Context: an optimization exercise on an open-source flow, tuned for small area and a short achievable clock period. The choices shown serve that exercise and are no tape-out recipe. RTL that was checked went through simulation tests only; none was proved equivalent to the original. Power and IR drop assume default switching activity.

## multicycle_mem_ctrl
module multicycle_mem_ctrl
#(
   parameter int                DATA_W      = 32,
   parameter int                ADDR_W      = 32,
   parameter int                DEPTH_WORDS = 64,
   parameter int                WAIT_STATES = 2,
   parameter                    MEM_INIT    = "",
   parameter logic [ADDR_W-1:0] MMIO_ADDR   = 32'h0000_0100
) (
   input  logic                clk,
   input  logic                reset,
   input  logic                req,
   input  logic                we,
   input  logic [ADDR_W-1:0]   addr,
   input  logic [DATA_W-1:0]   wdata,
   input  logic [DATA_W/8-1:0] be,
   output logic [DATA_W-1:0]   rdata,
   output logic                ready,
   output logic                err,
   output logic [DATA_W-1:0]   WriteData,
   output logic [ADDR_W-1:0]   DataAdr,
   output logic                MemWrite,
   output logic [DATA_W-1:0]   mmio_out
);
Size: ~2,300 flip-flops, ~62,000 um2 of cells after synthesis.
==> flow/config.mk <==
export PLATFORM = sky130hd
export DESIGN_NAME = multicycle_mem_ctrl
export DESIGN_NICKNAME = multicycle_mem_ctrl
export VERILOG_FILES = /design/flow/design.v
export SDC_FILE = /design/flow/constraint.sdc
export NUM_CORES = 4
export LEC_CHECK = 0
export CAP_MARGIN = 20
export CORE_MARGIN = 2
export CORE_UTILIZATION = 50
export CTS_CLUSTER_DIAMETER = 100
export CTS_CLUSTER_SIZE = 25
export SETUP_SLACK_MARGIN = 2.1
export SLEW_MARGIN = 20
==> flow/constraint.sdc <==
create_clock -name core_clock -period 4.0 [get_ports {clk}]
set_input_delay 0.8000 -clock core_clock [delete_from_list [all_inputs] [get_ports {clk}]]
set_output_delay 0.8000 -clock core_clock [all_outputs]
set_load 0.01 [all_outputs]
run.sh (not shown) runs the stock make flow with config.mk's settings and CLKGATE_MAP_FILE= SYNTH_SCRIPT=/design/flow/synth_recipe.tcl, a recipe that flattens the netlist after the stock synthesis.
Edit:
--- a/flow/config.mk
+++ b/flow/config.mk
@@ -9,3 +9,3 @@
 export CORE_MARGIN = 2
-export CORE_UTILIZATION = 50
+export CORE_UTILIZATION = 60
 export CTS_CLUSTER_DIAMETER = 100
@@ -14 +14,2 @@
 export SLEW_MARGIN = 20
+export TNS_END_PERCENT = 10
After rerunning: Maximum frequency falls by 0.75%. Combinational power falls by about 3%. First-iteration DRC count rises by 11%. Power stays flat. Global-route usage rises by 3.8 points. Utilization rises by 9.6 points. Sequential power stays flat. Wire length falls by 2.3%. Die area falls by 16%.
Edit:
==> flow/flow/run.sh (new file) <==
#!/bin/bash
# Standard layout, with the port buffers made from plain buffers instead
# of the delay cells buffer_ports picks by default.
set -euo pipefail
export BUFFER_PORTS_ARGS="-buffer_cell sky130_fd_sc_hd__buf_2"
bash standard.sh > standard_flow.log 2>&1
==> flow/standard.sh (new file) <==
#!/bin/bash
# synth_recipe.tcl (not shown) runs the flow's synth.tcl, then flattens the netlist and writes it again
# the make line also repeats each setting of config.mk as NAME=value (left out here)
make -C /OpenROAD-flow-scripts/flow DESIGN_CONFIG=/design/flow/config.mk WORK_HOME=/design/flow/orfs CLKGATE_MAP_FILE= SYNTH_SCRIPT=/design/flow/synth_recipe.tcl "${@:-finish}"
--- a/flow/config.mk
+++ b/flow/config.mk
@@ -9,3 +9,3 @@
 export CORE_MARGIN = 2
-export CORE_UTILIZATION = 60
+export CORE_UTILIZATION = 50
 export CTS_CLUSTER_DIAMETER = 100
@@ -14,2 +14 @@
 export SLEW_MARGIN = 20
-export TNS_END_PERCENT = 10
removed: flow/run.sh
After rerunning:
- total power stays flat
- global-route usage fell by 4.2 points
- critical path depth rose by 1
- setup slack got worse by 0.011 ns
- sequential share of layout area fell by 1.5 points
Edit:
==> flow/run.sh (new file) <==
#!/bin/bash
# synth_recipe.tcl (not shown) runs the flow's synth.tcl, then flattens the netlist and writes it again
# the make line also repeats each setting of config.mk as NAME=value (left out here)
make -C /OpenROAD-flow-scripts/flow DESIGN_CONFIG=/design/flow/config.mk WORK_HOME=/design/flow/orfs CLKGATE_MAP_FILE= SYNTH_SCRIPT=/design/flow/synth_recipe.tcl finish
--- a/flow/config.mk
+++ b/flow/config.mk
@@ -7,2 +7,3 @@
 export LEC_CHECK = 0
+export ABC_CLOCK_PERIOD_IN_PS = 2000
 export CAP_MARGIN = 20
@@ -14 +15,2 @@
 export SLEW_MARGIN = 20
+export TNS_END_PERCENT = 10
removed: flow/flow/run.sh
removed: flow/standard.sh
Outcome: Total power hardly moves; die area stays the same; synthesized cell count is unchanged; register-to-register slack gains 0.02 ns.

* * *

Starting RTL as in the previous note.
clock: 4.0 ns
lec_check: 0
cap_margin: 20
core_margin: 2
core_utilization: 50
cts_cluster_diameter: 90
cts_cluster_size: 32
setup_slack_margin: 2.1
slew_margin: 20
tns_end_percent: 20
Stock flow here: none of the scripts above is used.
==> next run, changes <==
- CAP_MARGIN: 20 -> 5
- CTS_CLUSTER_DIAMETER: 90 -> 100
- CTS_CLUSTER_SIZE: 32 -> 25
- SLEW_MARGIN: 20 -> 5
- TNS_END_PERCENT: 20 -> 10
=> Clock-buffer cell count rises by 22; sequential share of layout area rises by 0.39 points; final cell count hardly moves; die area is unchanged; setup slack improved by 14 ps; non-clock buffer count falls by 36; worst hold slack stays flat; maximum frequency rises by 0.69%; clock power rises by about 9%; clock skew falls by 6.3 ps.
==> next run, changes <==
- CAP_MARGIN: 5 -> 20
- SLEW_MARGIN: 5 -> 20
Result: The changed run went through all stages and came out clean; area after synthesis is unchanged; utilization stays the same; hold slack is unchanged; register-to-register slack barely changes; global-route usage is unchanged; clock-buffer cell count is unchanged; sequential share of layout area stays the same; routed wire length does not change; sequential cell count is unchanged.

* * *

try-garnet:
Starting RTL as in the previous note.
clock: 4.0 ns
lec_check: 0
cap_margin: 20
core_margin: 2
core_utilization: 50
cts_buf_list: sky130_fd_sc_hd__clkbuf_8 sky130_fd_sc_hd__clkbuf_16
cts_cluster_diameter: 100
cts_cluster_size: 25
setup_slack_margin: 2.1
slew_margin: 20
tns_end_percent: 10
### try-garnet -> try-zinc
- CTS_BUF_LIST: sky130_fd_sc_hd__clkbuf_8 sky130_fd_sc_hd__clkbuf_16 -> unset
- CTS_CLUSTER_SIZE: 25 -> 28
[summary]
Summary of try-zinc over try-garnet: first-iteration detailed-routing DRC count now sits lower; share of the clock period used by the worst path now sits higher; relative contribution of sequential cells to total power now sits higher. try-zinc reports a lower power than try-garnet does. Delta (try-zinc minus try-garnet): maximum frequency lower, clock latency on the worst-skew pair roughly the same. try-zinc ends up with a worst hold slack that is 4.8 ps higher than in try-garnet. tsel_q[14]$_DFF_P_ as the source of the critical timing path was reported by try-zinc, and rdata_q[8]$_SDFFE_PN0P_ by try-garnet. In terms of wire length of the first global-routing pass, try-zinc and try-garnet differ only marginally. [compare] base=try-garnet new=try-zinc: switching power share of the total saw little to no change, worst setup margin went down, number of levels in the clock H-tree essentially unchanged.
diff inputs: try-zinc => try-cedar
- CTS_CLUSTER_SIZE: 28 -> 25
- PLACE_DENSITY: unset -> 0.75
try-cedar completed; timing, DRC and antenna clean
Count of endpoints failing hold in the final timing report of try-cedar is on par with try-zinc.
Compared with try-zinc, try-cedar shows a higher post-detailed-routing wire length.
For the fmax, try-cedar came in about 0.34% lower than try-zinc did.
Relative to try-zinc, layout overhead on the synthesized area increased by 0.44 points in try-cedar.
Number of cells upsized or downsized after cts, try-cedar vs try-zinc: down by more than a quarter
try-cedar vs try-zinc on clock network area share: try-cedar is the higher one.
Final worst-path setup slack in try-cedar vs try-zinc: down 7.2 ps
### try-cedar -> try-juniper
- swapping 2.1 for 1.95 in SETUP_SLACK_MARGIN
- clearing PLACE_DENSITY, which used to be 0.75
Findings:
- try-juniper ended up with a higher global-route track usage on met2 than try-cedar did.
- try-cedar → try-juniper: total global routing track utilization increased by 0.46 points relative to the old numbers; detailed-route vias per instance decreased by 4.4% relative to the old numbers; minimum setup slack after placement -98 ps; core utilization of the finished layout decreased by 1.3 points relative to the old numbers.
- For the design area, try-juniper came in about 2.3% lower than try-cedar did.

* * *

multicycle_mem_ctrl, a different RTL version from the one above (not shown whole).
Size: roughly 2,300 flip-flops, roughly 62,000 um2 of cells after synthesis.
==> flow/config.mk <==
export PLATFORM = sky130hd
export DESIGN_NAME = multicycle_mem_ctrl
export DESIGN_NICKNAME = multicycle_mem_ctrl
export VERILOG_FILES = /design/flow/design.v
export SDC_FILE = /design/flow/constraint.sdc
export NUM_CORES = 4
export LEC_CHECK = 0
export CAP_MARGIN = 20
export CORE_MARGIN = 2
export CORE_UTILIZATION = 60
export CTS_CLUSTER_DIAMETER = 100
export CTS_CLUSTER_SIZE = 30
export SETUP_SLACK_MARGIN = 1.6
export SLEW_MARGIN = 20
==> flow/constraint.sdc <==
create_clock -name core_clock -period 4.0 [get_ports {clk}]
set_input_delay 0.8000 -clock core_clock [delete_from_list [all_inputs] [get_ports {clk}]]
set_output_delay 0.8000 -clock core_clock [all_outputs]
set_load 0.01 [all_outputs]
The starting point completed without violations.
Change:
CTS_CLUSTER_DIAMETER = default   (was 100)
CTS_CLUSTER_SIZE = default   (was 30)
=> Total power came out higher by 26%. Utilization came out higher by 4.3 points. Die area is unchanged. Final area came out higher by 6.5%. Critical path depth came out lower by 2. Global-route usage came out higher by 0.88 points. Area after synthesis stays the same. Flip-flop and latch count stays the same.

* * *

## job 3331
Another version of the RTL of multicycle_mem_ctrl (not shown whole).
For scale: roughly 4500 cells after synthesis, about 200 I/O pins, about 0.064 mm^2 of cells after synthesis.
make LEC_CHECK=0 CAP_MARGIN=20 CORE_MARGIN=2 CORE_UTILIZATION=60 CTS_CLUSTER_DIAMETER=100 CTS_CLUSTER_SIZE=25 SETUP_SLACK_MARGIN=1.8 SLEW_MARGIN=20 finish   # period 4.0 ns
Job 3331 completed every stage of the flow, and the final layout passed the timing, design-rule and antenna checks.
### job 3331 -> job 6355
--- a/flow/config.mk
+++ b/flow/config.mk
@@ -6,9 +6,11 @@
 export NUM_CORES = 4
 export LEC_CHECK = 0
+export ABC_AREA = 1
 export CAP_MARGIN = 20
 export CORE_MARGIN = 2
-export CORE_UTILIZATION = 60
+export CORE_UTILIZATION = 50
 export CTS_CLUSTER_DIAMETER = 100
 export CTS_CLUSTER_SIZE = 25
 export SETUP_SLACK_MARGIN = 1.8
 export SLEW_MARGIN = 20
+export SYNTH_HIERARCHICAL = 1
Results
Job 6355: done, clean on timing, DRC and antenna. What job 6355 reported for met1 routed wirelength after detailed routing has to be multiplied by 1.16 to get the figure for job 3331. Compared with job 3331, job 6355 has less setup slack. Job 3331 has a lower count of clock-buffer cells in the layout than job 6355. Of job 6355 and job 3331, the run reporting the higher core utilization was job 3331. Higher HPWL after detailed placement goes to job 3331 over job 6355. Final design instance area without fill: job 6355 and job 3331 compared, lower one is job 6355. Routing usage on met3 (job 6355 over job 3331): decrease, 8.7 points. Number of standard cells after synthesis: job 6355 and job 3331 compared, lower one is job 3331. Looking at critical path depth, job 6355 sits 6 higher than job 3331 does. Combinational fraction of design power was higher in job 3331 than in job 6355. | overall die height | higher: job 6355 |.
Modified inputs, job 5110 compared to job 6355
==> flow/flow/run.sh (new file) <==
#!/bin/bash
# Standard layout, with the port buffers made from plain buffers instead
# of the delay cells buffer_ports picks by default.
set -euo pipefail
export BUFFER_PORTS_ARGS="-buffer_cell sky130_fd_sc_hd__buf_2"
bash standard.sh > standard_flow.log 2>&1
==> flow/standard.sh (new file) <==
#!/bin/bash
# synth_recipe.tcl (not shown) runs the flow's synth.tcl, then flattens the netlist and writes it again
# the make line also repeats each setting of config.mk as NAME=value (left out here)
make -C /OpenROAD-flow-scripts/flow DESIGN_CONFIG=/design/flow/config.mk WORK_HOME=/design/flow/orfs CLKGATE_MAP_FILE= SYNTH_SCRIPT=/design/flow/synth_recipe.tcl "${@:-finish}"
--- a/flow/config.mk
+++ b/flow/config.mk
@@ -6,11 +6,9 @@
 export NUM_CORES = 4
 export LEC_CHECK = 0
-export ABC_AREA = 1
 export CAP_MARGIN = 20
 export CORE_MARGIN = 2
-export CORE_UTILIZATION = 50
+export CORE_UTILIZATION = 60
 export CTS_CLUSTER_DIAMETER = 100
 export CTS_CLUSTER_SIZE = 25
 export SETUP_SLACK_MARGIN = 1.8
 export SLEW_MARGIN = 20
-export SYNTH_HIERARCHICAL = 1
removed: flow/run.sh
[summary]
Sort job 6355 and job 5110 by number of signal-net buffers in the layout, descending, and job 5110 comes first.
Final cell count without fillers, job 5110 vs job 6355: down by more than 10%
Job 6355 has a lower final antenna diode count than job 5110.
No run of this note included a check of the RTL's function; only the layout flow was run.

## static timing again, ports no longer ideal
The flow's constraints put no driver on any port. The routed layouts listed below were extracted and timed again, unchanged, in two steps.
Step 1, drivers: a clkbuf_16 drives clk and a buf_2 each remaining input, both assumed.
Step 2 adds t to the input delays and takes it off the output delays; t is the mean of the earliest and latest rising clock arrival at the registers after step 1. Input paths then give back, and output paths get back, about the clock's delay inside the block.
Slacks: no drivers / after step 1 / after step 2; pairs: no drivers / after step 1.
run	t, ns	setup slack, ns	clock arrival spread, ns	worst register clock-pin slew, ns
the first run of note 1	0.792	1.929 / 1.849 / 1.470	0.023 / 0.023	0.10 / 0.10
the second run of note 1	0.791	1.914 / 1.851 / 1.255	0.051 / 0.051	0.10 / 0.10
the third run of note 1	0.784	1.903 / 1.873 / 1.583	0.035 / 0.035	0.10 / 0.10
the fourth run of note 1	0.794	1.912 / 1.836 / 1.389	0.040 / 0.040	0.10 / 0.10
the first run of note 2	0.786	1.898 / 1.846 / 1.326	0.039 / 0.039	0.12 / 0.12
the second run of note 2	0.794	1.912 / 1.836 / 1.389	0.040 / 0.040	0.10 / 0.10
the third run of note 2	0.794	1.912 / 1.836 / 1.389	0.040 / 0.040	0.10 / 0.10
try-garnet	0.793	1.909 / 1.832 / 1.377	0.037 / 0.038	0.10 / 0.10
try-zinc	0.784	1.893 / 1.835 / 1.402	0.030 / 0.029	0.11 / 0.11
try-cedar	0.784	1.886 / 1.848 / 1.420	0.055 / 0.054	0.11 / 0.11
try-juniper	0.790	1.777 / 1.703 / 1.280	0.035 / 0.034	0.10 / 0.10
the first run of note 4	0.772	1.571 / 1.571 / 1.101	0.044 / 0.044	0.12 / 0.12
the second run of note 4	0.864	1.518 / 1.518 / 1.111	0.026 / 0.026	0.07 / 0.07
job 3331	0.817	1.661 / 1.587 / 0.770	0.050 / 0.051	0.12 / 0.12
job 6355	0.776	1.552 / 1.560 / 0.830	0.044 / 0.045	0.10 / 0.10
job 5110	0.802	1.615 / 1.615 / 0.880	0.044 / 0.043	0.11 / 0.11
After both steps setup and hold are still met in every run listed. For job 3331, which loses most, drivers alone change the setup slack by -0.074 ns; drivers and shift together by -0.891 ns.
